Source: an optimization exercise on an open RTL-to-GDS flow (aim: small area). Production flows keep margins and buffers that such runs may drop.
Only simulation tests tie the RTL to the original design; equivalence was not proved.
No driver is modelled on the clock port, so clocking that relies on it looks cheaper here than on a real chip.
No activity file was given, so power comes from the tool's default toggle rates.

==> flow/flow/run.sh <==
#!/bin/bash
# Standard layout with: an area-oriented ABC script and no separate adder
# mapping in synthesis (registers are untouched), a small port buffer, and a
# lighter clock tree.
set -euo pipefail
W=$PWD
export MY_ABC_SCRIPT=$W/flow/area.abc
export BUFFER_PORTS_ARGS="-buffer_cell sky130_fd_sc_hd__buf_1"
export POST_CTS_TCL=$W/flow/post_cts.tcl
export SKIP_REPAIR_TIE_FANOUT=1
export CTS_ARGS="-root_buf sky130_fd_sc_hd__clkbuf_8 -buf_list sky130_fd_sc_hd__clkbuf_4 -sink_clustering_enable -sink_clustering_size 30 -sink_clustering_max_diameter 80 -dont_use_dummy_load"
{ head -n 1 synth_recipe.tcl; cat flow/abc_override.tcl; tail -n +2 synth_recipe.tcl; } > my_synth.tcl
bash standard.sh SYNTH_SCRIPT=$W/my_synth.tcl ADDER_MAP_FILE= finish > standard.log 2>&1
==> flow/flow/abc_override.tcl <==
# Map with an area-oriented ABC script (flow/area.abc) instead of the speed one
proc abc {args} {
  set i [lsearch -exact $args -script]
  if { $i >= 0 } { lset args [expr {$i + 1}] $::env(MY_ABC_SCRIPT) }
  yosys abc {*}$args
}
==> flow/flow/area.abc <==
strash; &get -n; &deepsyn -T 20; &put; &get -n; &dch -f; &nf -R 1000 -p; &put
==> flow/flow/post_cts.tcl <==
set upsized 0
foreach inst [get_cells -filter "ref_name == sky130_fd_sc_hd__clkbuf_4"] {
  set out [get_pins -of_objects $inst -filter "direction == output"]
  set net [get_nets -of_objects $out]
  set fo [llength [get_pins -of_objects $net -filter "direction == input"]]
  if { $fo >= 11 } {
    replace_cell $inst sky130_fd_sc_hd__clkbuf_8
    incr upsized
  }
}
puts "post_cts: upsized $upsized clock leaf buffers"
if { $upsized > 0 } {
  detailed_placement
  check_placement -verbose
}
==> flow/standard.sh <==
#!/bin/bash
# synth_recipe.tcl (not shown) runs the flow's synth.tcl, then flattens the netlist and writes it again
# the make line also repeats each setting of config.mk as NAME=value (left out here)
make -C /OpenROAD-flow-scripts/flow DESIGN_CONFIG=/design/flow/config.mk WORK_HOME=/design/flow/orfs CLKGATE_MAP_FILE= SYNTH_SCRIPT=/design/flow/synth_recipe.tcl "${@:-finish}"
==> flow/config.mk <==
export PLATFORM = sky130hd
export DESIGN_NAME = hk_top
export DESIGN_NICKNAME = hk_top
export VERILOG_FILES = /design/flow/design.v
export SDC_FILE = /design/flow/constraint.sdc
export NUM_CORES = 4
export LEC_CHECK = 0
export CAP_MARGIN = 20
export CORE_MARGIN = 2
export CORE_UTILIZATION = 40
export GPL_TIMING_DRIVEN = 0
export SLEW_MARGIN = 20
==> flow/constraint.sdc <==
create_clock -name core_clock -period 10.0 [get_ports {clk_i}]
set_input_delay 2.0000 -clock core_clock [delete_from_list [all_inputs] [get_ports {clk_i}]]
set_output_delay 2.0000 -clock core_clock [all_outputs]
set_load 0.01 [all_outputs]
==> flow/design.v <==
package hk_pkg;
    localparam int ADR_W = 12;
    localparam int DAT_W = 32;
    localparam logic [DAT_W-1:0] DEVICE_ID = 32'h484B_494F;
    localparam logic [DAT_W-1:0] FW_VERSION = {8'd1, 8'd4, 8'd2, 8'd17};
    localparam int SERIAL_W = 64;
    localparam logic [SERIAL_W-1:0] SERIAL_ID = 64'h5A3C_0F96_1E2D_4B87;
    localparam int CTRL_W = 16;
    localparam int NUM_CLOCKS = 5;
    localparam int MON_GATE_CYCLES = 256;
    localparam int MON_GATE_W = $clog2(MON_GATE_CYCLES);
    localparam int MON_RES_W = 8;
endpackage
`timescale 1ns/1ps
module clock_count_cell (
    input  logic                         clk_i,
    input  logic                         rst_i,
    input  logic                         mon_clk_i,
    input  logic                         blank_i,
    input  logic                         win_i,
    output logic [hk_pkg::MON_RES_W-1:0] res_o
);
    logic [6:0] smp_q;
    logic armed_q;
    logic rise;
    logic pulse;
    logic [hk_pkg::MON_RES_W-1:0] cnt_q;
    always_ff @(posedge clk_i) begin
        if (rst_i) begin
            smp_q[0] <= 1'b0;
        end else begin
            smp_q[0] <= mon_clk_i;
        end
    end
    always_ff @(posedge clk_i) begin
        smp_q[6:1] <= smp_q[5:0];
    end
    assign rise  = smp_q[5] && !smp_q[6];
    assign pulse = rise && armed_q;
    always_ff @(posedge clk_i) begin
        if (rst_i) begin
            armed_q <= 1'b0;
        end else if (rise && !blank_i) begin
            armed_q <= 1'b1;
        end
    end
    always_ff @(posedge clk_i) begin
        if (rst_i) begin
            cnt_q <= '0;
        end else if (win_i) begin
            cnt_q <= hk_pkg::MON_RES_W'(pulse);
        end else begin
            cnt_q[hk_pkg::MON_RES_W-2:0] <= cnt_q[hk_pkg::MON_RES_W-2:0] + (hk_pkg::MON_RES_W-1)'(pulse);
            cnt_q[hk_pkg::MON_RES_W-1] <= cnt_q[hk_pkg::MON_RES_W-1] || (pulse && (&cnt_q[hk_pkg::MON_RES_W-2:0]));
        end
    end
    always_ff @(posedge clk_i) begin
        if (rst_i) begin
            res_o <= '0;
        end else if (win_i) begin
            res_o <= cnt_q;
        end
    end
endmodule
`timescale 1ns/1ps
module clock_mon (
    input  logic                          clk_i,
    input  logic                          rst_i,
    input  logic [hk_pkg::NUM_CLOCKS-1:0] clk_mon_i,
    output logic [hk_pkg::NUM_CLOCKS*hk_pkg::MON_RES_W-1:0] res_o
);
    localparam logic [7:0] GATE_START   = 8'hFF;   
    localparam logic [7:0] GATE_WIN     = 8'hFE;   
    localparam logic [7:0] GATE_UNBLANK = 8'hF4;   
    logic [7:0] gate_q;
    logic gate_fb;
    logic win;
    logic blank_q;
    assign gate_fb = gate_q[7] ^ gate_q[4] ^ gate_q[2] ^ gate_q[0] ^ (gate_q[6:0] == 7'd0);
    always_ff @(posedge clk_i) begin
        if (rst_i) begin
            gate_q <= GATE_START;
        end else begin
            gate_q <= {gate_q[6:0], gate_fb};
        end
    end
    always_ff @(posedge clk_i) begin
        if (rst_i) begin
            blank_q <= 1'b1;
        end else if (gate_q == GATE_UNBLANK) begin
            blank_q <= 1'b0;
        end
    end
    assign win = (gate_q == GATE_WIN);
    for (genvar i = 0; i < hk_pkg::NUM_CLOCKS; i++) begin : g_cell
        clock_count_cell u_cell (
            .clk_i     (clk_i),
            .rst_i     (rst_i),
            .mon_clk_i (clk_mon_i[i]),
            .blank_i   (blank_q),
            .win_i     (win),
            .res_o     (res_o[i*hk_pkg::MON_RES_W +: hk_pkg::MON_RES_W])
        );
    end
endmodule
`timescale 1ns/1ps
module hk_bus_decode (
    input  logic clk_i,
    input  logic rst_i,
    input  logic cyc_i,
    input  logic stb_i,
    output logic ph1_o,
    output logic ack_o
);
    logic st0_q;
    logic st1_q;
    always_ff @(posedge clk_i) begin
        if (rst_i) begin
            st0_q <= 1'b0;
            st1_q <= 1'b0;
        end else begin
            st0_q <= !st1_q && (st0_q || (cyc_i && stb_i));
            st1_q <= st0_q;
        end
    end
    assign ph1_o = st0_q && !st1_q;
    assign ack_o = st1_q && !st0_q;
endmodule
`timescale 1ns/1ps
module hk_id_regs (
    input  logic                      clk_i,
    input  logic                      rst_i,
    input  logic                      ph1_i,
    input  logic                      ack_i,
    input  logic                      we_i,
    input  logic [hk_pkg::ADR_W-1:0]  adr_i,
    input  logic [31:0]               dat_i,
    output logic                      serial_bit_o,
    output logic [hk_pkg::CTRL_W-1:0] ctrl_o
);
    logic int_slot2;
    logic int_slot3;
    logic [6:0] ptr_q;
    assign int_slot2 = (adr_i[11:6] == 6'd0) && (adr_i[3:2] == 2'd2);
    assign int_slot3 = (adr_i[11:6] == 6'd0) && (adr_i[3:2] == 2'd3);
    always_ff @(posedge clk_i) begin
        if (rst_i) begin
            ctrl_o <= '0;
        end else if (ph1_i && we_i && int_slot3) begin
            ctrl_o <= dat_i[hk_pkg::CTRL_W-1:0];
        end
    end
    always_ff @(posedge clk_i) begin
        if (rst_i) begin
            ptr_q <= '0;
        end else if (ack_i && int_slot2) begin
            if (we_i) begin
                if (dat_i[31]) begin
                    ptr_q <= '0;
                end
            end else if (!ptr_q[6]) begin
                ptr_q <= ptr_q + 1'b1;
            end
        end
    end
    assign serial_bit_o = !ptr_q[6] && hk_pkg::SERIAL_ID[ptr_q[5:0]];
endmodule
`timescale 1ns/1ps
module hk_top (
    input  logic                      clk_i,
    input  logic                      rst_i,
    input  logic                      cyc_i,
    input  logic                      stb_i,
    input  logic                      we_i,
    input  logic [hk_pkg::ADR_W-1:0]  adr_i,
    input  logic [31:0]               dat_i,
    output logic                      ack_o,
    output logic [31:0]               dat_o,
    input  logic                      sys_clk_i,
    input  logic                      gtp_clk_i,
    input  logic                      rx_clk_i,
    input  logic                      rx_clk_x2_i,
    input  logic                      clk200_i,
    output logic [hk_pkg::CTRL_W-1:0] ctrl_o
);
    logic ph1;
    logic serial_bit;
    logic [hk_pkg::NUM_CLOCKS*hk_pkg::MON_RES_W-1:0] res;
    logic [hk_pkg::NUM_CLOCKS-1:0] alive;
    logic [2:0] ch;
    hk_bus_decode u_decode (
        .clk_i (clk_i),
        .rst_i (rst_i),
        .cyc_i (cyc_i),
        .stb_i (stb_i),
        .ph1_o (ph1),
        .ack_o (ack_o)
    );
    hk_id_regs u_id_regs (
        .clk_i        (clk_i),
        .rst_i        (rst_i),
        .ph1_i        (ph1),
        .ack_i        (ack_o),
        .we_i         (we_i),
        .adr_i        (adr_i),
        .dat_i        (dat_i),
        .serial_bit_o (serial_bit),
        .ctrl_o       (ctrl_o)
    );
    clock_mon u_clock_mon (
        .clk_i     (clk_i),
        .rst_i     (rst_i),
        .clk_mon_i ({clk200_i, rx_clk_x2_i, rx_clk_i, gtp_clk_i, sys_clk_i}),
        .res_o     (res)
    );
    for (genvar i = 0; i < hk_pkg::NUM_CLOCKS; i++) begin : g_alive
        assign alive[i] = (res[i*hk_pkg::MON_RES_W +: hk_pkg::MON_RES_W] != '0);
    end
    assign ch = adr_i[4:2];
    always_comb begin
        dat_o = '0;
        if (!we_i && (adr_i[11:6] == 6'd0)) begin
            case (adr_i[3:2])
                2'd0: dat_o = hk_pkg::DEVICE_ID;
                2'd1: dat_o = hk_pkg::FW_VERSION;
                2'd2: dat_o[0] = serial_bit;
                default: dat_o = {11'b0, alive, ctrl_o};
            endcase
        end else if (!we_i && (adr_i[11:6] == 6'd1) && (ch < 3'd5)) begin
            dat_o[hk_pkg::MON_RES_W-1:0] = res[ch*hk_pkg::MON_RES_W +: hk_pkg::MON_RES_W];
        end
    end
endmodule
==> notes.md, run 1 <==
non-filler cells, final 763; vias in the first global route 3905; outcome no timing/DRC/antenna violations; gr usage total 0.1720; Slew headroom 0.2692; num ports 103; Vias/cell 5.406; crit path cell chain buf_1, nor3_1, nand2_1, nor2_1, nand3b_1, nor2b_1, nor2_1, a31oi_1, buf_1; Inst Count DP 746; worst reg2reg startpoint u_clock_mon.gate_q[0]$_SDFF_PP1_; final antenna-violating net count 0; starting density of the core 0.4114; Synth Instances 495; die width 118.2 µm; pre-CTS WS 3.879 ns; Worst EP arrival 4.16 ns; share of cells above drive strength 1 0.05584; Critical Path Start adr_i[8]; Hold Path Class reg -> reg; DR iter-0 viols 275; CP Depth 9; worst-path cell with the longest stage delay nor2b_1; half-perimeter wire length after placement 8072 µm; Die H 118.2 µm; Critical Path RT 8.00 ns; reg2reg setup slack 7.29 ns; Worst Path Buf+Inv 2; Max Freq 162.4 MHz; number of distinct library cells after synthesis 34; n_diodes 0; post-synthesis sequential area ratio 0.5915; setup tns final 0 ns; Final setup viols 0; clock latency on the worst-skew pair 0.43 ns; CP peak stage delay 0.62 ns; IO buf count 77; PwrDens 159.9 nW/µm²; number of iterations in the first detailed-routing pass 5; fin crit share 0.6157; GP Congestion 0.8270; Syn Std Cell Area 5212 µm²; syn_nets 549; largest net degree at the start of global routing 32; first-pass GRT wire length 19300 µm; dpl cell area 5802 µm²; Top delay family on crit path simple AND/OR/NAND/NOR gates; post-synth top area cell dfxtp_1; min cycle time layout 6.157 ns; Seq cells post-synth 154; initial antenna violation count 0; fin. max-slew vios 0; worst setup path class in -> out; skew final 0.02660 ns; mean post-synth cell area 10.53 µm²; clk sink count 154; total power 0.0009545 W; top cells by area, synth dfxtp_1 59%, a22o_1 9.4%, a21oi_1 4.0%; area share of the largest cell type after synthesis 0.5915; Reg2Reg Capture Point u_clock_mon.g_cell[3].u_cell.cnt_q[2]$_SDFF_PP0_; GRT Residual Overflow 0; overall routed net length 11600 µm; CTS tree yes; per-cell routed wire length 15.21 µm; design area 5969 µm²; clock-pin slew on the worst setup and hold paths 0.08 ns; Worst Reg-to-Reg Cells 5; leakage 2.223 nW; via count 4125; Worst Setup EP dat_o[16]; VDD IR max 96.67 µV; Final Hold Viols 0; Area growth syn-to-layout 14.52%; DRC errors left 0; commonest non-fill, non-tap cell in the layout dfxtp_1; num rows 41; Critical Path Start Type input port; Yosys Warn Count 5; most frequent cells in the layout 154 x dfxtp_1, 76 x buf_1, 56 x a22o_1, 47 x nor2_1, 42 x a21oi_1; FILL cells 1214; DIE AREA 13960 µm²; crit-path max FO 11; Slew @ Worst Pin 1.092 ns; Worst setup EP type primary output; RSZ-0062 raised after global routing no; final net count 647; Worst Setup Slack, final 3.843 ns; max-cap violations 0; Core Region 12670 µm²
==> synth_stat cells <==
cell / instances
a211o_1: 4
a21o_1: 4
a21oi_1: 42
a222oi_1: 7
a22o_1: 56
a22oi_1: 14
a31oi_1: 10
a41o_1: 5
and2_0: 16
and3_1: 8
and3b_1: 1
and4_1: 5
buf_4: 9
clkinv_1: 7
conb_1: 1
dfxtp_1: 154
nand2_1: 5
nand2b_1: 4
nand3_1: 1
nand3b_1: 1
nand4_1: 2
nor2_1: 49
nor2b_1: 15
nor3_1: 30
nor3b_1: 3
nor4_1: 3
nor4b_1: 1
o211ai_1: 1
o21a_1: 1
o21ai_0: 21
o311ai_0: 1
or2_0: 7
or4_1: 4
xnor2_1: 3
==> metrics by stage <==
stage	hold slack, ns	util
final	0.3226	0.4711
after global routing	0.3235	0.4711
after detailed placement	0.3121	0.4579
after global placement	0.3113	0.4512
after floorplan	0.3096	-
==> worst min-delay path by stage <==
stage,startpoint,end,slack (ns),depth (start not counted)
after floorplan,u_clock_mon.g_cell[0].u_cell.smp_q[0]$_SDFF_PP0_,u_clock_mon.g_cell[0].u_cell.smp_q[1]$_DFF_P_,0.31,0
after global placement,u_clock_mon.g_cell[1].u_cell.smp_q[4]$_DFF_P_,u_clock_mon.g_cell[1].u_cell.smp_q[5]$_DFF_P_,0.31,0
after detailed placement,u_clock_mon.g_cell[4].u_cell.smp_q[1]$_DFF_P_,u_clock_mon.g_cell[4].u_cell.smp_q[2]$_DFF_P_,0.31,0
after global routing,u_clock_mon.g_cell[3].u_cell.smp_q[4]$_DFF_P_,u_clock_mon.g_cell[3].u_cell.smp_q[5]$_DFF_P_,0.32,0
final,u_clock_mon.g_cell[2].u_cell.smp_q[2]$_DFF_P_,u_clock_mon.g_cell[2].u_cell.smp_q[3]$_DFF_P_,0.32,0
==> registers in the layout, indices dropped and copies added (netlist names), 5 cells and up <==
name and flops:
u_clock_mon.g_cell.u_cell.cnt_q 40, u_clock_mon.g_cell.u_cell.armed_q 5, u_clock_mon.g_cell.u_cell.smp_q 35, u_id_regs.ptr_q 7, u_clock_mon.g_cell.u_cell.res_o 40, u_id_regs.ctrl_o 16
u_clock_mon.gate_q 8
==> layout make-up <==
type / instances / area (µm²) / share of cell area
clock buffer: 17 / 165.2 / 0.02767
tap: 172 / 215.2 / 0.03605
timing repair buffer: 79 / 345.3 / 0.05785
inverter: 7 / 26.28 / 0.004402
multi-input combinational: 325 / 2067 / 0.3463
buffer: 9 / 67.56 / 0.01132
sequential: 154 / 3083 / 0.5165
==> cell families (layout without fill, tap and decap cells) <==
family                    Yosys count  after routing  share of synthesized area
AOI/OAI and AO/OA                 166            166                     0.2268
xor gates and xnor gates            3              3                   0.005042
buffers and inverters              16            112                    0.01800
DFF                               154            154                     0.5915
other                               1              1                  0.0007194
and+or+nand+nor                   155            155                     0.1579
==> worst register-to-register path: cells and delay by family, from the launching register on <==
kind          cells  cell delay [ns]
flops             1             0.32
simple gates      5             2.21
==> routing by layer <==
metal	up-vias	global-route usage	routed length [µm]
met4	0	0.06777	157
li1	2056	-	-
met1	1973	0.2281	5509
met3	13	0.04778	459
met5	-	0	0
met2	83	0.2655	5477
==> power by group <==
part / leakage (nW) / internal [W] / switching (W)
clock network: 0.0937 / 0.000104 / 0.000178
logic: 0.879 / 0.0000155 / 0.0000321
registers: 1.25 / 0.000622 / 0.00000297
==> run 2, diff against run 1 <==
--- a/flow/config.mk
+++ b/flow/config.mk
@@ -9,4 +9,3 @@
 export CORE_MARGIN = 2
 export CORE_UTILIZATION = 40
-export GPL_TIMING_DRIVEN = 0
 export SLEW_MARGIN = 20
==> notes.md, run 2 <==
outcome no timing/DRC/antenna violations; overall routed net length 11620 µm (+0.10%); wire length on met3 409 µm (-11%); share of cells above drive strength 1 0.04281 (-0.01303); initial antenna violation count 0 (unchanged); fin. max-slew vios 0 (unchanged); Max Freq 161.9 MHz (-0.29%); Area growth syn-to-layout 12.63%; syn_nets 549 (unchanged); setup tns final 0 ns (unchanged); Async SR Flop Fraction 0 (unchanged); min cycle time layout 6.176 ns (+0.01811 ns); VDD IR max 98.03 µV (+1.4%); Worst EP arrival 4.18 ns (+0.02 ns); DIE AREA 13960 µm² (unchanged); CP peak stage delay 0.62 ns (about the same); worst-path cell with the longest stage delay nor2b_1; most frequent cells in the layout 154 x dfxtp_1, 77 x buf_1, 56 x a22o_1, 47 x nor2_1, 42 x a21oi_1; starting density of the core 0.4114 (unchanged); per-cell routed wire length 15.37 µm (+1.0%); Die H 118.2 µm (unchanged); Seq cells post-synth 154 (unchanged); clock-pin slew on the worst setup and hold paths 0.09 ns (about the same); Post-synth EDFFs 0 (unchanged); FILL cells 1237 (+1.9%); Worst setup EP type primary output; Slew headroom 0.3518 (+0.08259); area share of the largest cell type after synthesis 0.5915 (unchanged); half-perimeter wire length after placement 7925 µm (-1.8%); CTS tree yes; main flop type after synthesis dfxtp_1; gr usage total 0.1725 (+0.0004363); clk sink count 154 (unchanged); synth cell count leaders 154 x dfxtp_1, 56 x a22o_1, 49 x nor2_1; final antenna-violating net count 0 (unchanged); vias in the first global route 3834 (-1.8%); fin crit share 0.6176 (+0.001811); IO buf count 77 (unchanged); top cells by area, synth dfxtp_1 59%, a22o_1 9.4%, a21oi_1 4.0%; mean post-synth cell area 10.53 µm² (unchanged); n_diodes 0 (unchanged); via count 4082 (-1.0%); Final setup viols 0 (unchanged); Top Registers u_clock_mon.g_cell.u_cell.cnt_q: 40 flops, u_clock_mon.g_cell.u_cell.res_o: 40 flops, u_clock_mon.g_cell.u_cell.smp_q: 35 flops; num ports 103 (unchanged); DRC errors left 0 (unchanged); Syn Std Cell Area 5212 µm² (unchanged); total power 0.0009501 W (-0.47%); Slew @ Worst Pin 0.9723 ns (-0.1199 ns); clock latency on the worst-skew pair 0.43 ns (about the same); first-pass GRT wire length 19210 µm (-0.47%); skew final 0.03649 ns (+0.009895 ns); Final Hold Viols 0 (unchanged); post-synth top area cell dfxtp_1; GP Congestion 0.8150 (-1.5%); Final Util 0.4633 (-0.007801); Critical Path RT 8.00 ns (about the same); WL met2 5360 µm (-2.1%); crit-path max FO 11 (unchanged); post-synthesis sequential area ratio 0.5915 (unchanged); PwrDens 161.8 nW/µm² (+1.2%); Yosys Warn Count 5 (unchanged); number of iterations in the first detailed-routing pass 5 (unchanged); met1 wire length 5634 µm (+2.3%); GRT Residual Overflow 0 (unchanged); DR top layer met4; final net count 640 (-1.1%); RSZ-0062 raised after global routing no; DR iter-0 viols 313 (+14%); Critical Path Start Type input port; Vias/cell 5.399 (-0.13%); crit path cell chain buf_1, nor3_1, nand2_1, nor2_1, nand3b_1, nor2b_1, nor2_1, a31oi_1, buf_1; Synth Instances 495 (unchanged); leakage 2.167 nW (-2.5%); worst setup path class in -> out; Hold Path Class reg -> reg; Core Region 12670 µm² (unchanged); num rows 41 (unchanged); number of distinct library cells after synthesis 34 (unchanged); die width 118.2 µm (unchanged); max-cap violations 0 (unchanged); count leader, synth dfxtp_1; commonest non-fill, non-tap cell in the layout dfxtp_1; largest net degree at the start of global routing 56 (+75%)
## run 2: cell counts after synthesis
No cell type changed its count.
## run 2: area by class of cell
class                   instances  area (µm²)  share of cell area
clock buffers                  17       165.2             0.02813
well taps                     172       215.2             0.03666
multi-input cells             325        2062              0.3512
inverters                       7       26.28            0.004476
flip-flops and latches        154        3083              0.5251
repair buffers                 81       319.1             0.05435
## run 2: layer usage
| metal | vias to the layer above | global-route usage |
|---|---|---|
| met3 | 18 | 0.04923 |
| li1 | 2034 | - |
| met2 | 68 | 0.2623 |
| met4 | 0 | 0.06852 |
| met5 | - | 0 |
| met1 | 1962 | 0.2311 |
## run 2: power breakdown
part | internal, W | switching [W] | total [W]
Clock | 0.000105 | 0.000178 | 0.000283
Sequential | 0.000622 | 0.00000294 | 0.000625
Combinational | 0.0000112 | 0.0000312 | 0.0000423
## run 2: cell families (layout without fill, tap and decap cells)
kind of cell,after synthesis,count (layout),synth area share
AND/OR/NAND/NOR,155,155,0.1579
AO/OA/AOI/OAI,166,166,0.2268
other,1,1,0.0007194
flip-flops,154,154,0.5915
XOR/XNOR,3,3,0.005042
buffers and inverters,16,105,0.01800
## run 2: path summary, 6_finish.rpt
check | endpoint | startpoint | slack, ns | depth (start not counted)
worst max register to register | u_clock_mon.g_cell[4].u_cell.cnt_q[2]$_SDFF_PP0_ | u_clock_mon.gate_q[0]$_SDFF_PP1_ | 7.42 | 5
worst min register to register | u_clock_mon.g_cell[1].u_cell.smp_q[5]$_DFF_P_ | u_clock_mon.g_cell[1].u_cell.smp_q[4]$_DFF_P_ | 0.31 | 0
worst min-delay path | u_clock_mon.g_cell[1].u_cell.smp_q[5]$_DFF_P_ | u_clock_mon.g_cell[1].u_cell.smp_q[4]$_DFF_P_ | 0.31 | 0
worst max-delay path | dat_o[16] | adr_i[8] | 3.82 | 9
## run 2: critical path: cells and delay by family
family,cells,cell delay (ns)
buffers and inverters,2,0.29
AOI/OAI and AO/OA,1,0.21
and+or+nand+nor,6,1.67
## run 2: stage by stage
step | hold WS (ns) | instances | area [µm²] | setup WS [ns]
2_1_floorplan | 0.3096 | 495 | 5213 | 4.030
3_3_place_gp | 0.3121 | 738 | 5689 | 3.684
3_5_place_dp | 0.3121 | 738 | 5689 | 3.675
5_1_grt | 0.3202 | 756 | 5871 | 3.610
6_report | 0.3114 | 756 | 5871 | 3.824
==> run 3, diff against run 2 <==
--- a/flow/config.mk
+++ b/flow/config.mk
@@ -8,4 +8,5 @@
 export CAP_MARGIN = 20
 export CORE_MARGIN = 2
-export CORE_UTILIZATION = 40
+export CORE_UTILIZATION = 60
+export PLACE_DENSITY = 0.75
 export SLEW_MARGIN = 20
==> notes.md, run 3 <==
outcome no timing/DRC/antenna violations; Yosys Warn Count 5 (unchanged); DR iter-0 viols 216 (-31%); DIE AREA 9449 µm² (-32%); n_diodes 0 (unchanged); main flop type after synthesis dfxtp_1; crit-path max FO 11 (unchanged); die width 97.21 µm (-18%); IO buf count 77 (unchanged); Final Hold Viols 0 (unchanged); first-pass GRT wire length 17930 µm (-6.6%); skew final 0.03014 ns (-0.006355 ns); setup tns final 0 ns (unchanged); Post-synth EDFFs 0 (unchanged); GRT Residual Overflow 0 (unchanged); gr usage total 0.2350 (+0.06255); CTS tree yes; pre-CTS WS 3.629 ns (-0.04626 ns); PwrDens 162.3 nW/µm² (+0.27%); top cells by area, synth dfxtp_1 59%, a22o_1 9.4%, a21oi_1 4.0%; mean post-synth cell area 10.53 µm² (unchanged); clock latency on the worst-skew pair 0.41 ns (-0.02 ns); share of cells above drive strength 1 0.04117 (-0.001642); worst setup path class in -> out; half-perimeter wire length after placement 7522 µm (-5.1%); Hold Path Class reg -> reg; number of iterations in the first detailed-routing pass 6 (+1); largest net degree at the start of global routing 56 (unchanged); clock-pin slew on the worst setup and hold paths 0.09 ns (about the same); leakage 2.159 nW (-0.34%); CP peak stage delay 0.62 ns (about the same); vias in the first global route 3848 (+0.37%); Worst Setup Slack, final 3.796 ns (-0.02872 ns); Inst Count DP 673 (-8.8%); commonest non-fill, non-tap cell in the layout dfxtp_1; min cycle time layout 6.204 ns (+0.02872 ns); Seq cells post-synth 154 (unchanged); post-synth top area cell dfxtp_1; Worst setup EP type primary output; Final setup viols 0 (unchanged); count leader, synth dfxtp_1; Async SR Flop Fraction 0 (unchanged); DRC errors left 0 (unchanged); max-cap violations 0 (unchanged); final net count 639 (-0.16%); Core Region 8551 µm² (-33%); syn_nets 549 (unchanged); Worst EP arrival 4.20 ns (+0.02 ns); GP Congestion 0.8761 (+7.5%); fin crit share 0.6204 (+0.002872); initial antenna violation count 0 (unchanged); clk sink count 154 (unchanged); num rows 34 (-17%); Die H 97.21 µm (-18%); Critical Path Start Type input port; design area 5782 µm² (-1.5%); FILL cells 704 (-43%); Area growth syn-to-layout 10.92%; overall routed net length 10890 µm (-6.3%); dpl cell area 5607 µm² (-1.5%); post-synthesis sequential area ratio 0.5915 (unchanged); Critical Path RT 8.00 ns (about the same); Syn Std Cell Area 5212 µm² (unchanged); worst-path cell with the longest stage delay nor2b_1; VDD IR max 154.5 µV (+58%); Slew headroom 0.3242 (-0.02762); RSZ-0062 raised after global routing no; non-filler cells, final 691 (-8.6%); number of distinct library cells after synthesis 34 (unchanged); per-cell routed wire length 15.75 µm (+2.5%); final antenna-violating net count 0 (unchanged); via count 4096 (+0.34%); starting density of the core 0.6096 (+0.1982); Top Registers u_clock_mon.g_cell.u_cell.cnt_q: 40 flops, u_clock_mon.g_cell.u_cell.res_o: 40 flops, u_clock_mon.g_cell.u_cell.smp_q: 35 flops; most frequent cells in the layout 154 x dfxtp_1, 77 x buf_1, 56 x a22o_1, 47 x nor2_1, 42 x a21oi_1; Slew @ Worst Pin 1.014 ns (+0.04143 ns); crit path cell chain buf_1, nor3_1, nand2_1, nor2_1, nand3b_1, nor2b_1, nor2_1, a31oi_1, buf_1; num ports 103 (unchanged); Final Hold Slack 0.2977 ns (-0.01367 ns); Synth Instances 495 (unchanged); Max Freq 161.2 MHz (-0.46%); fin. max-slew vios 0 (unchanged); Vias/cell 5.928 (+9.8%); area share of the largest cell type after synthesis 0.5915 (unchanged); synth cell count leaders 154 x dfxtp_1, 56 x a22o_1, 49 x nor2_1
[run 3: changes by cell type in the layout (fill, tap and decap cells not counted)]
cell / previous run / this run
nor2_2: 2 / 1
clkbuf_8: 6 / 5
buf_4: 4 / 3
nor2_4: 0 / 1
clkbuf_4: 11 / 12
[run 3: layout make-up]
type                       instances  area [µm²]  area share
clock buffer                      17       158.9     0.02748
sequential                       154        3083      0.5332
inverter                           7       26.28    0.004544
tap                              108       135.1     0.02337
timing repair buffer              80       311.5     0.05388
multi-input combinational        325        2067      0.3575
[run 3: metal layers]
layer,GRT usage,wire length (µm),up-vias,share of wire
li1,-,-,2025,-
met1,0.3108,4903,1921,0.45
met2,0.3659,5198,127,0.48
met3,0.05971,531,23,0.049
met4,0.1051,252,0,0.023
met5,0,0,-,0
[run 3: kinds of logic after synthesis]
family	synth area share
xor+xnor	0.005042
flops	0.5915
other cells	0.0007194
simple gates	0.1579
buf+inv	0.01800
compound gates	0.2268
[run 3: critical path, delay by kind of cell]
kind	cells	cell delay, ns
AND/OR/NAND/NOR	6	1.69
AO/OA/AOI/OAI	1	0.26
buffers and inverters	2	0.25
[run 3: final timing paths]
| kind | cells past startpoint | startpoint | slack [ns] | to |
|---|---|---|---|---|
| setup / recovery | 9 | adr_i[8] | 3.80 | dat_o[19] |
| hold / removal | 0 | u_clock_mon.g_cell[1].u_cell.smp_q[4]$_DFF_P_ | 0.30 | u_clock_mon.g_cell[1].u_cell.smp_q[5]$_DFF_P_ |
| setup reg to reg | 5 | u_clock_mon.gate_q[0]$_SDFF_PP1_ | 7.33 | u_clock_mon.g_cell[0].u_cell.cnt_q[1]$_SDFF_PP0_ |
| hold reg to reg | 0 | u_clock_mon.g_cell[1].u_cell.smp_q[4]$_DFF_P_ | 0.30 | u_clock_mon.g_cell[1].u_cell.smp_q[5]$_DFF_P_ |
[run 3: through the flow]
step	utilization	total power, W
after floorplan	-	0.0006624
after global placement	0.6557	0.0006793
after detailed placement	0.6557	0.0006809
after global routing	0.6762	0.0009757
final	0.6762	0.0009383
[run 3: power breakdown]
group	internal, W	switching [W]
Combinational	0.0000109	0.0000308
Clock	0.000100	0.000171
Sequential	0.000622	0.00000315
Total	0.000733	0.000205
==> run 4, diff against run 3 <==
--- a/flow/config.mk
+++ b/flow/config.mk
@@ -8,5 +8,5 @@
 export CAP_MARGIN = 20
 export CORE_MARGIN = 2
-export CORE_UTILIZATION = 60
-export PLACE_DENSITY = 0.75
+export CORE_UTILIZATION = 75
+export PLACE_DENSITY = 0.85
 export SLEW_MARGIN = 20
==> notes.md, run 4 <==
outcome no timing/DRC/antenna violations; Yosys Warn Count 5 (unchanged); initial antenna violation count 0 (unchanged); Slew headroom 0.2866 (-0.03756); GP Congestion 0.8623 (-1.6%); Async SR Flop Fraction 0 (unchanged); gr usage total 0.3143 (+0.07927); Area growth syn-to-layout 10.08%; synth cell count leaders 154 x dfxtp_1, 56 x a22o_1, 49 x nor2_1; IO buf count 77 (unchanged); setup tns final 0 ns (unchanged); top cells by area, synth dfxtp_1 59%, a22o_1 9.4%, a21oi_1 4.0%; area occupied by registers 3083 µm² (unchanged); number of iterations in the first detailed-routing pass 6 (unchanged); post-synth top area cell dfxtp_1; GRT Residual Overflow 0 (unchanged); first-pass GRT wire length 18630 µm (+3.9%); fin. max-slew vios 0 (unchanged); Seq cells post-synth 154 (unchanged); area share of the largest cell type after synthesis 0.5915 (unchanged); Syn Std Cell Area 5212 µm² (unchanged); Synth Instances 495 (unchanged); combinational power share 0.044 (about the same); number of distinct library cells after synthesis 34 (unchanged); DIE AREA 7633 µm² (-19%); fin crit share 0.6094 (-0.01099); Slew @ Worst Pin 1.066 ns (+0.05240 ns); via count 4267 (+4.2%); final net count 639 (unchanged); Inst Count DP 646 (-4.0%); Die H 87.37 µm (-10%); worst setup path class in -> out; CP peak stage delay 0.63 ns (about the same); PwrDens 164.0 nW/µm² (+1.0%); max-cap violations 0 (unchanged); Post-synth EDFFs 0 (unchanged); Core Region 6756 µm² (-21%); overall routed net length 11560 µm (+6.2%); Worst EP arrival 4.09 ns (-0.11 ns); count leader, synth dfxtp_1; Switching Power 0.0002079 W (+1.4%); commonest non-fill, non-tap cell in the layout dfxtp_1; DR iter-0 viols 475 (+120%); Internal Pwr Total 0.0007330 W (about the same); Clk pwr share 0.291 (+0.002); FILL cells 381 (-46%); share of cells above drive strength 1 0.03774 (-0.003431); switch share 0.2209 (+0.002457); half-perimeter wire length after placement 7932 µm (+5.4%); per-cell routed wire length 17.44 µm (+11%); Critical Path Start Type input port; CTS tree yes; starting density of the core 0.7715 (+0.1619); clk sink count 154 (unchanged); main flop type after synthesis dfxtp_1; Critical Path RT 8.00 ns (about the same); most frequent cells in the layout 154 x dfxtp_1, 77 x buf_1, 56 x a22o_1, 48 x nor2_1, 42 x a21oi_1; clock latency on the worst-skew pair 0.42 ns (about the same); Final setup viols 0 (unchanged); Top Registers u_clock_mon.g_cell.u_cell.cnt_q: 40 flops, u_clock_mon.g_cell.u_cell.res_o: 40 flops, u_clock_mon.g_cell.u_cell.smp_q: 35 flops; num rows 30 (-12%); post-synthesis sequential area ratio 0.5915 (unchanged); RSZ-0062 raised after global routing no; vias in the first global route 3909 (+1.6%); mean post-synth cell area 10.53 µm² (unchanged); crit path cell chain buf_1, nor3_1, nand2_1, nor2_1, nand3b_1, nor2b_1, nor2_1, a31oi_1, buf_1; final antenna-violating net count 0 (unchanged); Hold Path Class reg -> reg; Max Freq 164.1 MHz (+1.8%); Vias/cell 6.436 (+8.6%); non-filler cells, final 663 (-4.1%); syn_nets 549 (unchanged); crit-path max FO 11 (unchanged); Multi-input gate area 2058 µm² (-0.42%); n_diodes 0 (unchanged); part of the power in registers 0.665 (about the same); Worst setup EP type primary output; largest net degree at the start of global routing 56 (unchanged); DRC errors left 0 (unchanged); clock-pin slew on the worst setup and hold paths 0.10 ns (about the same); num ports 103 (unchanged); leakage 2.160 nW (about the same); min cycle time layout 6.094 ns (-0.1099 ns); skew final 0.02960 ns (-0.0005315 ns); Final Hold Viols 0 (unchanged); die width 87.37 µm (-10%); VDD IR max 145.0 µV (-6.2%); worst-path cell with the longest stage delay nor2b_1
## run 4: cell families (layout without fill, tap and decap cells)
kind of cell	count (synthesis)	after routing	share of synthesized area
AO/OA/AOI/OAI	166	166	0.2268
AND/OR/NAND/NOR	155	155	0.1579
flip-flops	154	154	0.5915
buffers and inverters	16	104	0.01800
XOR/XNOR	3	3	0.005042
other	1	1	0.0007194
## run 4: layout make-up
| type | count | share of cell area |
|---|---|---|
| flip-flops and latches | 154 | 0.5373 |
| multi-input cells | 325 | 0.3587 |
| repair buffers | 80 | 0.05430 |
| clock buffers | 17 | 0.02769 |
| well taps | 80 | 0.01744 |
| inverters | 7 | 0.004579 |
## run 4: path summary, 6_finish.rpt
check	from	end	slack, ns	cells past startpoint
worst max-delay path	adr_i[8]	dat_o[19]	3.91	9
worst min-delay path	u_clock_mon.g_cell[4].u_cell.smp_q[2]$_DFF_P_	u_clock_mon.g_cell[4].u_cell.smp_q[3]$_DFF_P_	0.32	0
worst max register to register	u_clock_mon.gate_q[0]$_SDFF_PP1_	u_clock_mon.g_cell[1].u_cell.res_o[4]$_SDFFE_PP0P_	7.33	5
worst min register to register	u_clock_mon.g_cell[4].u_cell.smp_q[2]$_DFF_P_	u_clock_mon.g_cell[4].u_cell.smp_q[3]$_DFF_P_	0.32	0
## run 4: layer usage
metal	up-vias	track usage	routed length (µm)
li1	2036	-	-
met4	0	0.1217	287
met2	180	0.5034	5615
met3	31	0.08436	793
met5	-	0	0
met1	2020	0.4069	4864
## run 4: critical path: cells and delay by family
family	cells	cell delay, ns
AO/OA/AOI/OAI	1	0.21
AND/OR/NAND/NOR	6	1.64
buffers and inverters	2	0.25
## run 4: power groups by stage
stage | combinational, W | sequential (W) | clock, W
floorplan | 0.0000242 | 0.000638 | 0
global placement | 0.0000393 | 0.000639 | 0
detailed placement | 0.0000410 | 0.000640 | 0
global route | 0.0000458 | 0.000627 | 0.000302
finish | 0.0000418 | 0.000626 | 0.000273
## run 4: metrics by stage
step	power, W	hold slack [ns]	instance area [µm²]	setup WS, ns	utilization
2_1_floorplan	0.0006624	0.3096	5213	4.030	-
3_3_place_gp	0.0006784	0.3126	5579	3.945	0.8257
3_5_place_dp	0.0006808	0.3121	5579	3.907	0.8257
5_1_grt	0.0009747	0.3227	5738	3.665	0.8493
6_report	0.0009408	0.3180	5738	3.906	0.8493
==> run 5, diff against run 4 <==
--- a/flow/flow/run.sh
+++ b/flow/flow/run.sh
@@ -6,4 +6,6 @@
 W=$PWD
 export MY_ABC_SCRIPT=$W/flow/area.abc
+export MY_ABC_DIR=$W/abc_tries
+export MY_ABC_SEEDS="1 2 3 4 5 6 7 8 9 10"
 export BUFFER_PORTS_ARGS="-buffer_cell sky130_fd_sc_hd__buf_1"
 export POST_CTS_TCL=$W/flow/post_cts.tcl
==> flow/flow/abc_override.tcl (replaced) <==
# Map with an area-oriented ABC script (flow/area.abc) instead of the speed
# one. The script's synthesis is randomised by a seed (@SEED@), so it runs once
# per seed in MY_ABC_SEEDS and the smallest mapping is kept (multi-start).
proc abc {args} {
  set i [lsearch -exact $args -script]
  set l [lsearch -exact $args -liberty]
  if { $i < 0 || $l < 0 } {
    yosys abc {*}$args
    return
  }
  set lib [lindex $args [expr {$l + 1}]]
  set dir $::env(MY_ABC_DIR)
  file mkdir $dir
  set fh [open $::env(MY_ABC_SCRIPT) r]
  set template [read $fh]
  close $fh
  yosys design -save pre_abc
  set best_area 1e18
  set best_seed -1
  foreach seed $::env(MY_ABC_SEEDS) {
    yosys design -load pre_abc
    set script $dir/area_$seed.abc
    set fh [open $script w]
    puts $fh [string map [list @SEED@ $seed] $template]
    close $fh
    lset args [expr {$i + 1}] $script
    yosys abc {*}$args
    yosys tee -q -o $dir/stat_$seed.txt stat -liberty $lib
    set fh [open $dir/stat_$seed.txt r]
    set stat [read $fh]
    close $fh
    if { [regexp {Chip area for module '[^']*': ([0-9.eE+]+)} $stat -> area] } {
      puts "abc seed $seed area $area"
      if { $area < $best_area } {
        set best_area $area
        set best_seed $seed
        yosys design -save best_abc
      }
    }
  }
  if { $best_seed < 0 } {
    error "no ABC mapping succeeded"
  }
  yosys design -load best_abc
  puts "abc kept seed $best_seed area $best_area"
}
==> flow/flow/area.abc (replaced) <==
strash; &get -n; &deepsyn -T 20 -S @SEED@; &put; &get -n; &dch -f; &nf -R 1000 -p; &put; strash; &get -n; &deepsyn -T 20 -S @SEED@; &put; &get -n; &dch -f; &nf -R 1000 -p; &put
==> flow/flow/post_cts.tcl (replaced) <==
set_propagated_clock [all_clocks]
estimate_parasitics -placement
set upsized 0
foreach inst [get_cells -filter "ref_name == sky130_fd_sc_hd__clkbuf_4"] {
  set out [get_pins -of_objects $inst -filter "direction == output"]
  set net [get_nets -of_objects $out]
  set worst 0.0
  foreach p [get_pins -of_objects $net -filter "direction == input"] {
    foreach s [list [get_property $p slew_max_rise] [get_property $p slew_max_fall]] {
      if { $s > $worst } { set worst $s }
    }
  }
  if { $worst > 0.105 } {
    replace_cell $inst sky130_fd_sc_hd__clkbuf_8
    incr upsized
    puts "post_cts: upsized [get_full_name $inst] (estimated sink slew $worst ns)"
  }
}
puts "post_cts: upsized $upsized clock leaf buffers"
if { $upsized > 0 } {
  detailed_placement
  check_placement -verbose
}
==> notes.md, run 5 <==
IO buf count 77 (unchanged); skew final 0.03429 ns (+0.004689 ns); Seq cells post-synth 154 (unchanged); count leader, synth dfxtp_1; Slew headroom 0.2575 (-0.02916); final antenna-violating net count 0 (unchanged); gr usage total 0.3244 (+0.01006); initial antenna violation count 0 (unchanged); Final Hold Viols 0 (unchanged); Slew @ Worst Pin 1.105 ns (+0.03918 ns); syn_nets 540 (-1.6%); Hold Path Class reg -> reg; Max Freq 161.5 MHz (-1.6%); crit-path max FO 8 (-3); first-pass GRT wire length 18690 µm (+0.30%); GRT Residual Overflow 0 (unchanged); outcome no timing/DRC/antenna violations; starting density of the core 0.7661 (-0.005373); DIE AREA 7542 µm² (-1.2%); RSZ-0062 raised after global routing no; GP Congestion 0.8447 (-2.0%); PwrDens 166.7 nW/µm² (+1.7%); largest net degree at the start of global routing 61 (+8.9%); most frequent cells in the layout 154 x dfxtp_1, 77 x buf_1, 56 x a22o_1, 42 x a21oi_1, 33 x nor2_1; Critical Path RT 8.00 ns (about the same); DRC errors left 0 (unchanged); fin crit share 0.6190 (+0.009602); Syn Std Cell Area 5147 µm² (-1.2%); CTS tree yes; setup tns final 0 ns (unchanged); commonest non-fill, non-tap cell in the layout dfxtp_1; worst setup path class in -> out; total power 0.0009514 W (+1.1%); Post-synth EDFFs 0 (unchanged); Die H 86.85 µm (-0.60%); num ports 103 (unchanged); post-synthesis sequential area ratio 0.5989 (+0.007476); Worst setup EP type primary output; share of cells above drive strength 1 0.04340 (+0.005667); Top Registers u_clock_mon.g_cell.u_cell.cnt_q: 40 flops, u_clock_mon.g_cell.u_cell.res_o: 40 flops, u_clock_mon.g_cell.u_cell.smp_q: 35 flops; area share of the largest cell type after synthesis 0.5989 (+0.007476); Core Region 6719 µm² (-0.56%); via count 4334 (+1.6%); synth cell count leaders 154 x dfxtp_1, 56 x a22o_1, 42 x a21oi_1; mean post-synth cell area 10.59 µm² (+0.58%); clk sink count 154 (unchanged); half-perimeter wire length after placement 8051 µm (+1.5%); Yosys Warn Count 5 (unchanged); main flop type after synthesis dfxtp_1; final net count 632 (-1.1%); number of iterations in the first detailed-routing pass 5 (-1); top cells by area, synth dfxtp_1 60%, a22o_1 9.5%, a21oi_1 4.1%; vias in the first global route 4000 (+2.3%); FILL cells 389 (+2.1%); design area 5707 µm² (-0.55%); DR iter-0 viols 363 (-24%); post-synth top area cell dfxtp_1; per-cell routed wire length 18.32 µm (+5.1%); Final Hold Slack 0.3246 ns (+0.006655 ns); min cycle time layout 6.190 ns (+0.09602 ns); num rows 30 (unchanged); die width 86.85 µm (-0.60%); dpl cell area 5535 µm² (-0.78%); overall routed net length 12020 µm (+4.0%); Worst EP arrival 4.19 ns (+0.10 ns); max-cap violations 0 (unchanged); number of distinct library cells after synthesis 35 (+2.9%); VDD IR max 145.9 µV (+0.61%); clock-pin slew on the worst setup and hold paths 0.08 ns (-0.02 ns); n_diodes 0 (unchanged); Critical Path Start Type input port; Area growth syn-to-layout 10.87%; Final setup viols 0 (unchanged); Async SR Flop Fraction 0 (unchanged); Vias/cell 6.607 (+2.7%); Synth Instances 486 (-1.8%); fin. max-slew vios 0 (unchanged); leakage 2.124 nW (-1.6%); clock latency on the worst-skew pair 0.44 ns (+0.02 ns)
[run 5: changes by cell type after synthesis, moves of 6 or more]
cell and delta:
clkinv_1 +6, a22oi_1 -11, a31oi_1 -6, nor2_1 -15, nor2b_1 -8, nand2_1 +11
[run 5: worst paths after layout]
path,slack [ns],cells past startpoint,startpoint,endpoint
hold / removal,0.32,0,u_clock_mon.g_cell[0].u_cell.smp_q[0]$_SDFF_PP0_,u_clock_mon.g_cell[0].u_cell.smp_q[1]$_DFF_P_
setup reg to reg,7.19,5,u_clock_mon.gate_q[0]$_SDFF_PP1_,u_clock_mon.g_cell[4].u_cell.res_o[3]$_SDFFE_PP0P_
hold reg to reg,0.32,0,u_clock_mon.g_cell[0].u_cell.smp_q[0]$_SDFF_PP0_,u_clock_mon.g_cell[0].u_cell.smp_q[1]$_DFF_P_
setup / recovery,3.81,9,adr_i[8],dat_o[0]
[run 5: area by class of cell]
cell class,instances,area [µm²],share of cell area
Inverter,13,48.80,0.008551
Tap cell,80,100.1,0.01754
Multi-Input combinational cell,310,1977,0.3464
Clock buffer,17,171.4,0.03004
Sequential cell,154,3083,0.5402
Timing Repair Buffer,82,326.6,0.05722
[run 5: kinds of logic (layout without fill, tap and decap cells)]
group	Yosys count	after routing	share of synthesized area
AND/OR/NAND/NOR	143	143	0.1456
buffers and inverters	22	112	0.02261
XOR/XNOR	3	3	0.005105
AO/OA/AOI/OAI	163	163	0.2270
other	1	1	0.0007285
flip-flops	154	154	0.5989
[run 5: per-stage QoR]
stage | setup slack, ns | std cells | util
after global placement | 3.982 | 639 | 0.8238
after floorplan | 4.104 | 486 | -
final | 3.810 | 656 | 0.8493
after detailed placement | 3.947 | 639 | 0.8238
after global routing | 3.643 | 656 | 0.8493
[run 5: report_power, final]
part	internal (W)	total, W	switching, W	leakage [nW]
clock	0.000109	0.000287	0.000178	0.0963
sequential	0.000622	0.000626	0.00000436	1.25
combinational	0.00000922	0.0000385	0.0000293	0.777
total	0.000740	0.000951	0.000212	2.12
[run 5: critical path, cell delays in order]
cell and delay [ns]:
buf_1 0.07, nor3_1 0.18, nand2_1 0.09, nor3b_1 0.28, nand2_1 0.09, nor3_1 0.85
a22oi_1 0.26, nand4_1 0.19, buf_1 0.19
[run 5: routing by layer]
layer,global-route usage,vias up,part of all wire
met4,0.1321,0,0.026
met3,0.09810,37,0.084
li1,-,2011,-
met1,0.3766,2058,0.40
met5,0,-,0
met2,0.5573,228,0.49
==> run 6, diff against run 5 <==
--- a/flow/flow/run.sh
+++ b/flow/flow/run.sh
@@ -7,5 +7,5 @@
 export MY_ABC_SCRIPT=$W/flow/area.abc
 export MY_ABC_DIR=$W/abc_tries
-export MY_ABC_SEEDS="1 2 3 4 5 6 7 8 9 10"
+export MY_ABC_SEEDS="1 2 3 4 5 6"
 export BUFFER_PORTS_ARGS="-buffer_cell sky130_fd_sc_hd__buf_1"
 export POST_CTS_TCL=$W/flow/post_cts.tcl
--- a/flow/flow/post_cts.tcl
+++ b/flow/flow/post_cts.tcl
@@ -22,2 +22,10 @@
   check_placement -verbose
 }
+
+# Area recovery: setup slack is large, so let the resizer downsize cells off
+# the clock tree (repair_design after global routing restores any slew or
+# capacitance limit this breaks)
+set_dont_touch [get_cells -filter "ref_name =~ sky130_fd_sc_hd__clkbuf*"]
+repair_timing -recover_power 100
+unset_dont_touch [get_cells -filter "ref_name =~ sky130_fd_sc_hd__clkbuf*"]
+detailed_placement
==> notes.md, run 6 <==
Async SR Flop Fraction 0 (unchanged); main flop type after synthesis dfxtp_1; syn_nets 540 (unchanged); synth cell count leaders 154 x dfxtp_1, 56 x a22o_1, 42 x a21oi_1; number of distinct library cells after synthesis 35 (unchanged); outcome did not finish; post-synthesis sequential area ratio 0.5989 (unchanged); pre-CTS WS 3.947 ns (unchanged); failing step clock tree synthesis; die width 86.85 µm (unchanged); area share of the largest cell type after synthesis 0.5989 (unchanged); top cells by area, synth dfxtp_1 60%, a22o_1 9.5%, a21oi_1 4.1%; Syn Std Cell Area 5147 µm² (unchanged); Err [ERROR EST-0104] inconsistent parasitics state; Synth Instances 486 (unchanged); starting density of the core 0.7661 (unchanged); mean post-synth cell area 10.59 µm² (unchanged); post-synth top area cell dfxtp_1; Post-synth EDFFs 0 (unchanged); GP Congestion 0.8447 (unchanged); half-perimeter wire length after placement 8051 µm (unchanged); IO buf count 77 (unchanged); count leader, synth dfxtp_1; dpl cell area 5535 µm² (unchanged); Yosys Warn Count 5 (unchanged); num ports 103 (unchanged); clk sink count 154 (unchanged); num rows 30 (unchanged); Seq cells post-synth 154 (unchanged); Die H 86.85 µm (unchanged)
-- run 6: cell counts after synthesis --
No cell type changed its count.
-- run 6: cells by family after synthesis --
family / share of synthesized area
buffers and inverters: 0.02261
other: 0.0007285
DFF: 0.5989
xor gates and xnor gates: 0.005105
AOI/OAI and AO/OA: 0.2270
and+or+nand+nor: 0.1456
-- run 6: worst min-delay path by stage --
stage                                                           startpoint                                       endpoint  slack (ns)  depth (start not counted)
after detailed placement     u_clock_mon.g_cell[1].u_cell.smp_q[4]$_DFF_P_  u_clock_mon.g_cell[1].u_cell.smp_q[5]$_DFF_P_        0.31                          0
after global placement    u_clock_mon.g_cell[0].u_cell.smp_q[0]$_SDFF_PP0_  u_clock_mon.g_cell[0].u_cell.smp_q[1]$_DFF_P_        0.31                          0
after floorplan           u_clock_mon.g_cell[0].u_cell.smp_q[0]$_SDFF_PP0_  u_clock_mon.g_cell[0].u_cell.smp_q[1]$_DFF_P_        0.31                          0
-- run 6: power groups by stage --
stage / clock network, W / registers (W) / logic, W
floorplan: 0 / 0.000639 / 0.0000212
global placement: 0 / 0.000640 / 0.0000356
detailed placement: 0 / 0.000640 / 0.0000372
-- run 6: through the flow --
stage / std cells / hold WS [ns]
after floorplan: 486 / 0.3096
after global placement: 639 / 0.3096
after detailed placement: 639 / 0.3121
==> run 7, diff against run 6 <==
--- a/flow/flow/post_cts.tcl
+++ b/flow/flow/post_cts.tcl
@@ -26,4 +26,5 @@
 # the clock tree (repair_design after global routing restores any slew or
 # capacitance limit this breaks)
+estimate_parasitics -placement
 set_dont_touch [get_cells -filter "ref_name =~ sky130_fd_sc_hd__clkbuf*"]
 repair_timing -recover_power 100
==> notes.md, run 7 <==
starting density of the core 0.7661 (unchanged); largest net degree at the start of global routing 61; Vias/cell 6.598; final antenna-violating net count 0; Core Region 6719 µm²; per-cell routed wire length 18.52 µm; crit-path max FO 8; gr usage total 0.3242; part of the power in registers 0.658; Max Freq 160.7 MHz; Internal Pwr Total 0.0007409 W; DIE AREA 7542 µm²; outcome no timing/DRC/antenna violations; fin crit share 0.6221; Die H 86.85 µm (unchanged); count leader, synth dfxtp_1; combinational power share 0.042; switch share 0.2221; Slew headroom 0.2435; Critical Path RT 8.00 ns; Slew @ Worst Pin 1.126 ns; Async SR Flop Fraction 0 (unchanged); post-synthesis sequential area ratio 0.5989 (unchanged); setup tns final 0 ns; via count 4335; RSZ-0062 raised after global routing no; Yosys Warn Count 5 (unchanged); clock latency on the worst-skew pair 0.43 ns; FILL cells 390; n_diodes 0; VDD IR max 145.3 µV; vias in the first global route 3999; clock-pin slew on the worst setup and hold paths 0.06 ns; skew final 0.03208 ns; DR iter-0 viols 423; syn_nets 540 (unchanged); share of cells above drive strength 1 0.03986; leakage 2.123 nW; Top Registers u_clock_mon.g_cell.u_cell.cnt_q: 40 flops, u_clock_mon.g_cell.u_cell.res_o: 40 flops, u_clock_mon.g_cell.u_cell.smp_q: 35 flops; synth cell count leaders 154 x dfxtp_1, 56 x a22o_1, 42 x a21oi_1; number of iterations in the first detailed-routing pass 5; Post-synth EDFFs 0 (unchanged); Hold Path Class reg -> reg; GRT Residual Overflow 0; top cells by area, synth dfxtp_1 60%, a22o_1 9.5%, a21oi_1 4.1%; PwrDens 166.9 nW/µm²; main flop type after synthesis dfxtp_1; clk sink count 154 (unchanged); commonest non-fill, non-tap cell in the layout dfxtp_1; Worst setup EP type primary output; Final setup viols 0; num ports 103 (unchanged); overall routed net length 12170 µm; mean post-synth cell area 10.59 µm² (unchanged); fin. max-slew vios 0; Synth Instances 486 (unchanged); area share of the largest cell type after synthesis 0.5989 (unchanged); Seq cells post-synth 154 (unchanged); total power 0.0009525 W; Area growth syn-to-layout 10.89%; Syn Std Cell Area 5147 µm² (unchanged); CTS tree yes; first-pass GRT wire length 18670 µm; DRC errors left 0; Worst EP arrival 4.22 ns; most frequent cells in the layout 154 x dfxtp_1, 76 x buf_1, 56 x a22o_1, 42 x a21oi_1, 33 x nor2_1; Switching Power 0.0002116 W; min cycle time layout 6.221 ns; final net count 633; Clk pwr share 0.301; max-cap violations 0; number of distinct library cells after synthesis 35 (unchanged); initial antenna violation count 0; Final Hold Viols 0; Critical Path Start Type input port; post-synth top area cell dfxtp_1; die width 86.85 µm (unchanged); num rows 30 (unchanged); GP Congestion 0.8447 (unchanged); worst setup path class in -> out; half-perimeter wire length after placement 8051 µm (unchanged); IO buf count 77 (unchanged)
[run 7: cell counts after synthesis]
Identical to the previous run, type by type.
[run 7: layer usage]
| layer | GRT usage | vias up | share of wire |
|---|---|---|---|
| met3 | 0.09714 | 39 | 0.087 |
| met5 | 0 | - | 0 |
| met2 | 0.5552 | 208 | 0.50 |
| met4 | 0.1364 | 0 | 0.025 |
| met1 | 0.3766 | 2075 | 0.39 |
| li1 | - | 2013 | - |
[run 7: path summary, 6_finish.rpt]
check | from | end | slack, ns | depth (start not counted)
setup / recovery | adr_i[8] | dat_o[1] | 3.78 | 9
hold / removal | u_clock_mon.g_cell[0].u_cell.smp_q[3]$_DFF_P_ | u_clock_mon.g_cell[0].u_cell.smp_q[4]$_DFF_P_ | 0.33 | 0
setup reg to reg | u_clock_mon.gate_q[0]$_SDFF_PP1_ | u_clock_mon.g_cell[4].u_cell.res_o[3]$_SDFFE_PP0P_ | 7.19 | 5
hold reg to reg | u_clock_mon.g_cell[0].u_cell.smp_q[3]$_DFF_P_ | u_clock_mon.g_cell[0].u_cell.smp_q[4]$_DFF_P_ | 0.33 | 0
[run 7: cells by family after synthesis]
| group | Yosys count | synth area share |
|---|---|---|
| xor gates and xnor gates | 3 | 0.005105 |
| DFF | 154 | 0.5989 |
| AOI/OAI and AO/OA | 163 | 0.2270 |
| other | 1 | 0.0007285 |
| buffers and inverters | 22 | 0.02261 |
| and+or+nand+nor | 143 | 0.1456 |
[run 7: power groups by stage]
stage / logic, W / registers (W) / clock network (W)
2_1_floorplan: 0.0000212 / 0.000639 / 0
3_3_place_gp: 0.0000356 / 0.000640 / 0
3_5_place_dp: 0.0000372 / 0.000640 / 0
5_1_grt: 0.0000430 / 0.000627 / 0.000313
6_report: 0.0000398 / 0.000626 / 0.000286
[run 7: area by class of cell]
class | instances | area [µm²] | share of cell area
Timing Repair Buffer | 83 | 334.1 | 0.05853
Tap cell | 80 | 100.1 | 0.01754
Multi-Input combinational cell | 310 | 1971 | 0.3452
Inverter | 13 | 48.80 | 0.008549
Sequential cell | 154 | 3083 | 0.5401
Clock buffer | 17 | 171.4 | 0.03003
[run 7: worst max-delay path, cell delays in order]
cell and delay, ns:
buf_1 0.07, nor3_1 0.18, nand2_1 0.08, nor3b_1 0.29, nand2_1 0.09, nor3_1 0.86
a221oi_1 0.27, nand3_1 0.17, buf_1 0.19
[run 7: metrics by stage]
stage	util	cell area (µm²)	setup slack, ns	std cells	hold slack (ns)
after floorplan	-	5147	4.104	486	0.3096
after global placement	0.8238	5535	3.982	639	0.3096
after detailed placement	0.8238	5535	3.947	639	0.3121
after global routing	0.8495	5708	3.643	657	0.3215
final	0.8495	5708	3.779	657	0.3269
==> run 8, diff against run 7 <==
==> flow/flow/post_cts.tcl (replaced) <==
set upsized 0
foreach inst [get_cells -filter "ref_name == sky130_fd_sc_hd__clkbuf_4"] {
  set out [get_pins -of_objects $inst -filter "direction == output"]
  set net [get_nets -of_objects $out]
  set fo [llength [get_pins -of_objects $net -filter "direction == input"]]
  if { $fo >= 11 } {
    replace_cell $inst sky130_fd_sc_hd__clkbuf_8
    incr upsized
  }
}
puts "post_cts: upsized $upsized clock leaf buffers"
if { $upsized > 0 } {
  detailed_placement
  check_placement -verbose
}
--- a/flow/config.mk
+++ b/flow/config.mk
@@ -7,6 +7,8 @@
 export LEC_CHECK = 0
 export CAP_MARGIN = 20
+export CELL_PAD_IN_SITES_DETAIL_PLACEMENT = 0
+export CELL_PAD_IN_SITES_GLOBAL_PLACEMENT = 0
 export CORE_MARGIN = 2
-export CORE_UTILIZATION = 75
-export PLACE_DENSITY = 0.85
+export CORE_UTILIZATION = 85
+export PLACE_DENSITY = 0.92
 export SLEW_MARGIN = 20
==> notes.md, run 8 <==
outcome did not finish; failing step global placement; Err [ERROR GPL-0301] Utilization 101.680 % exceeds 100%.; post-synthesis simple-gate area fraction 0.1456 (unchanged); starting density of the core 0.8746 (+0.1085); num ports 103 (unchanged); syn_nets 540 (unchanged); Yosys Warn Count 5 (unchanged); Syn Std Cell Area 5147 µm² (unchanged); num rows 28 (-6.7%); synth cell count leaders 154 x dfxtp_1, 56 x a22o_1, 42 x a21oi_1; largest family of logic cells by synthesized area compound AO/OA/AOI/OAI gates; main flop type after synthesis dfxtp_1; count leader, synth dfxtp_1; Synth Area in Adders 0 (unchanged); IO buf count 77 (unchanged); Compound-Gate Fraction of Synth Area 0.2270 (unchanged); die width 81.82 µm (-5.8%); Synth Instances 486 (unchanged); Async SR Flop Fraction 0 (unchanged); top cells by area, synth dfxtp_1 60%, a22o_1 9.5%, a21oi_1 4.1%; mux cell area share after synthesis 0 (unchanged); Seq cells post-synth 154 (unchanged); post-synth top area cell dfxtp_1; post-synthesis sequential area ratio 0.5989 (unchanged); xor/xnor share of the synthesized area 0.005105 (unchanged); mean post-synth cell area 10.59 µm² (unchanged); area share of the largest cell type after synthesis 0.5989 (unchanged); Die H 81.82 µm (-5.8%); Post-synth EDFFs 0 (unchanged); number of distinct library cells after synthesis 35 (unchanged)
[run 8: logic make-up after synthesis]
family / Yosys count
and+or+nand+nor: 143
xor gates and xnor gates: 3
DFF: 154
buffers and inverters: 22
AOI/OAI and AO/OA: 163
other: 1
==> run 9, diff against run 8 <==
==> flow/config.mk (replaced) <==
export PLATFORM = sky130hd
export DESIGN_NAME = hk_top
export DESIGN_NICKNAME = hk_top
export VERILOG_FILES = /design/flow/design.v
export SDC_FILE = /design/flow/constraint.sdc
export NUM_CORES = 4
export LEC_CHECK = 0
export CAP_MARGIN = 20
export CORE_MARGIN = 2
export CORE_UTILIZATION = 75
export PLACE_DENSITY = 0.85
export SLEW_MARGIN = 20
==> notes.md, run 9 <==
number of iterations in the first detailed-routing pass 5; Worst Reg-to-Reg Cells 5; min cycle time layout 6.190 ns; final net count 632; mean post-synth cell area 10.59 µm² (unchanged); Vias/cell 6.607; Critical Path Start Type input port; DRC errors left 0; largest net degree at the start of global routing 61; VDD IR max 145.9 µV; setup tns final 0 ns; worst setup path class in -> out; syn_nets 540 (unchanged); Hold Path Class reg -> reg; per-cell routed wire length 18.32 µm; die width 86.85 µm (+6.1%); Critical Path RT 8.00 ns; fin crit share 0.6190; DIE AREA 7542 µm²; top cells by area, synth dfxtp_1 60%, a22o_1 9.5%, a21oi_1 4.1%; synth cell count leaders 154 x dfxtp_1, 56 x a22o_1, 42 x a21oi_1; initial antenna violation count 0; gr usage total 0.3244; gr busiest metal met2; dpl cell area 5535 µm²; clk sink count 154; area share of the largest cell type after synthesis 0.5989 (unchanged); Slew headroom 0.2575; vias in the first global route 4000; GRT Residual Overflow 0; share of cells above drive strength 1 0.04340; Reg2Reg Capture Point u_clock_mon.g_cell[4].u_cell.res_o[3]$_SDFFE_PP0P_; count leader, synth dfxtp_1; CTS tree yes; Inst Count DP 639; number of distinct library cells after synthesis 35 (unchanged); main flop type after synthesis dfxtp_1; IO buf count 77 (unchanged); skew final 0.03429 ns; n_diodes 0; worst reg2reg startpoint u_clock_mon.gate_q[0]$_SDFF_PP1_; post-synth top area cell dfxtp_1; final antenna-violating net count 0; Die H 86.85 µm (+6.1%); Post-synth EDFFs 0 (unchanged); commonest non-fill, non-tap cell in the layout dfxtp_1; Top Registers u_clock_mon.g_cell.u_cell.cnt_q: 40 flops, u_clock_mon.g_cell.u_cell.res_o: 40 flops, u_clock_mon.g_cell.u_cell.smp_q: 35 flops; Seq cells post-synth 154 (unchanged); RSZ-0062 raised after global routing no; Area growth syn-to-layout 10.87%; num rows 30 (+7.1%); non-filler cells, final 656; clock latency on the worst-skew pair 0.44 ns; Max Freq 161.5 MHz; Slew @ Worst Pin 1.105 ns; Worst Setup EP dat_o[0]; met2 GRT Util 0.5573; Worst setup EP type primary output; Worst EP arrival 4.19 ns; reg2reg setup slack 7.19 ns; Critical Path Start adr_i[8]; Final Hold Viols 0; Syn Std Cell Area 5147 µm² (unchanged); fin. max-slew vios 0; crit-path max FO 8; Core Region 6719 µm²; num ports 103 (unchanged); Async SR Flop Fraction 0 (unchanged); Yosys Warn Count 5 (unchanged); overall routed net length 12020 µm; met3 Usage GRT 0.09810; met1 Use GR 0.3766; clock-pin slew on the worst setup and hold paths 0.08 ns; Final setup viols 0; GP Congestion 0.8447; via count 4334; most frequent cells in the layout 154 x dfxtp_1, 77 x buf_1, 56 x a22o_1, 42 x a21oi_1, 33 x nor2_1; half-perimeter wire length after placement 8051 µm; first-pass GRT wire length 18690 µm; PwrDens 166.7 nW/µm²; leakage 2.124 nW; design area 5707 µm²; pre-CTS WS 3.947 ns; Synth Instances 486 (unchanged); post-synthesis sequential area ratio 0.5989 (unchanged); max-cap violations 0; Worst Setup Slack, final 3.810 ns; outcome no timing/DRC/antenna violations; DR iter-0 viols 363; starting density of the core 0.7661 (-0.1085)
-- run 9: cell counts after synthesis --
Identical to the previous run, type by type.
-- run 9: cell families (layout without fill, tap and decap cells) --
family	after synthesis	count (layout)	synth area share
buffers and inverters	22	112	0.02261
DFF	154	154	0.5989
xor gates and xnor gates	3	3	0.005105
AOI/OAI and AO/OA	163	163	0.2270
other	1	1	0.0007285
and+or+nand+nor	143	143	0.1456
-- run 9: layout make-up --
class | instances | area (µm²)
Multi-Input combinational cell | 310 | 1977
Sequential cell | 154 | 3083
Fill cell | 389 | 1012
Inverter | 13 | 48.80
Timing Repair Buffer | 82 | 326.6
Clock buffer | 17 | 171.4
Tap cell | 80 | 100.1
-- run 9: how the worst min path moves through the flow --
stage               cells past startpoint  slack, ns                                        startpoint                                            end
global placement                        0       0.31  u_clock_mon.g_cell[0].u_cell.smp_q[0]$_SDFF_PP0_  u_clock_mon.g_cell[0].u_cell.smp_q[1]$_DFF_P_
detailed placement                      0       0.31     u_clock_mon.g_cell[1].u_cell.smp_q[4]$_DFF_P_  u_clock_mon.g_cell[1].u_cell.smp_q[5]$_DFF_P_
finish                                  0       0.32  u_clock_mon.g_cell[0].u_cell.smp_q[0]$_SDFF_PP0_  u_clock_mon.g_cell[0].u_cell.smp_q[1]$_DFF_P_
floorplan                               0       0.31  u_clock_mon.g_cell[0].u_cell.smp_q[0]$_SDFF_PP0_  u_clock_mon.g_cell[0].u_cell.smp_q[1]$_DFF_P_
global route                            0       0.32  u_clock_mon.g_cell[0].u_cell.smp_q[0]$_SDFF_PP0_  u_clock_mon.g_cell[0].u_cell.smp_q[1]$_DFF_P_
-- run 9: power breakdown --
group	internal [W]	switching (W)	total, W	leakage (nW)
Combinational	0.00000922	0.0000293	0.0000385	0.777
Sequential	0.000622	0.00000436	0.000626	1.25
Clock	0.000109	0.000178	0.000287	0.0963
-- run 9: worst max-delay path, stage by stage --
cell and delay, ns:
buf_1 0.07, nor3_1 0.18, nand2_1 0.09, nor3b_1 0.28, nand2_1 0.09, nor3_1 0.85, a22oi_1 0.26, nand4_1 0.19
buf_1 0.19
-- run 9: routing by layer --
layer	vias up	routed length (µm)
met4	0	315
met1	2058	4765
met5	-	0
met3	37	1012
li1	2011	-
met2	228	5927
-- run 9: stage by stage --
step                hold WS (ns)   power, W  utilization
floorplan                 0.3096  0.0006600            -
global placement          0.3096  0.0006753       0.8238
detailed placement        0.3121  0.0006776       0.8238
global route              0.3215  0.0009818       0.8493
finish                    0.3246  0.0009514       0.8493

-- separate check: timing with driven ports --
In the flow no input, the clock included, has a driving cell. The finished layouts below were timed again as built, in two steps. Step 1 sets driving cells, clkbuf_16 on the clock port and buf_2 on the other inputs (assumed; they add their load-dependent delay and slew). Step 2 moves the port delays by t, midway between the first and last clock arrival at a register: inputs arrive t later, outputs are due t later. That takes back most of the time a late clock gives input paths. Three values: no drivers, after step 1, after step 2; two values: the first two.
run | t (ns) | slack for setup (ns) | worst hold slack (ns) | worst setup path after step 2 | worst data-port slew with drivers (ns)
run 1 | 0.454 | 3.843 / 3.818 / 3.818 | 0.323 / 0.323 / 0.323 | input to output | 0.04
run 2 | 0.450 | 3.824 / 3.804 / 3.804 | 0.311 / 0.311 / 0.311 | input to output | 0.04
run 3 | 0.429 | 3.796 / 3.769 / 3.769 | 0.298 / 0.298 / 0.298 | input to output | 0.04
run 4 | 0.437 | 3.906 / 3.883 / 3.883 | 0.318 / 0.318 / 0.318 | input to output | 0.04
run 5 | 0.452 | 3.810 / 3.788 / 3.788 | 0.325 / 0.325 / 0.325 | input to output | 0.04
run 7 | 0.450 | 3.779 / 3.757 / 3.757 | 0.327 / 0.327 / 0.327 | input to output | 0.04
run 9 | 0.452 | 3.810 / 3.788 / 3.788 | 0.325 / 0.325 / 0.325 | input to output | 0.04
After both steps setup and hold are still met in every run listed. For run 3, which loses most, drivers alone change the setup slack by -0.027 ns; drivers and shift together by -0.027 ns.
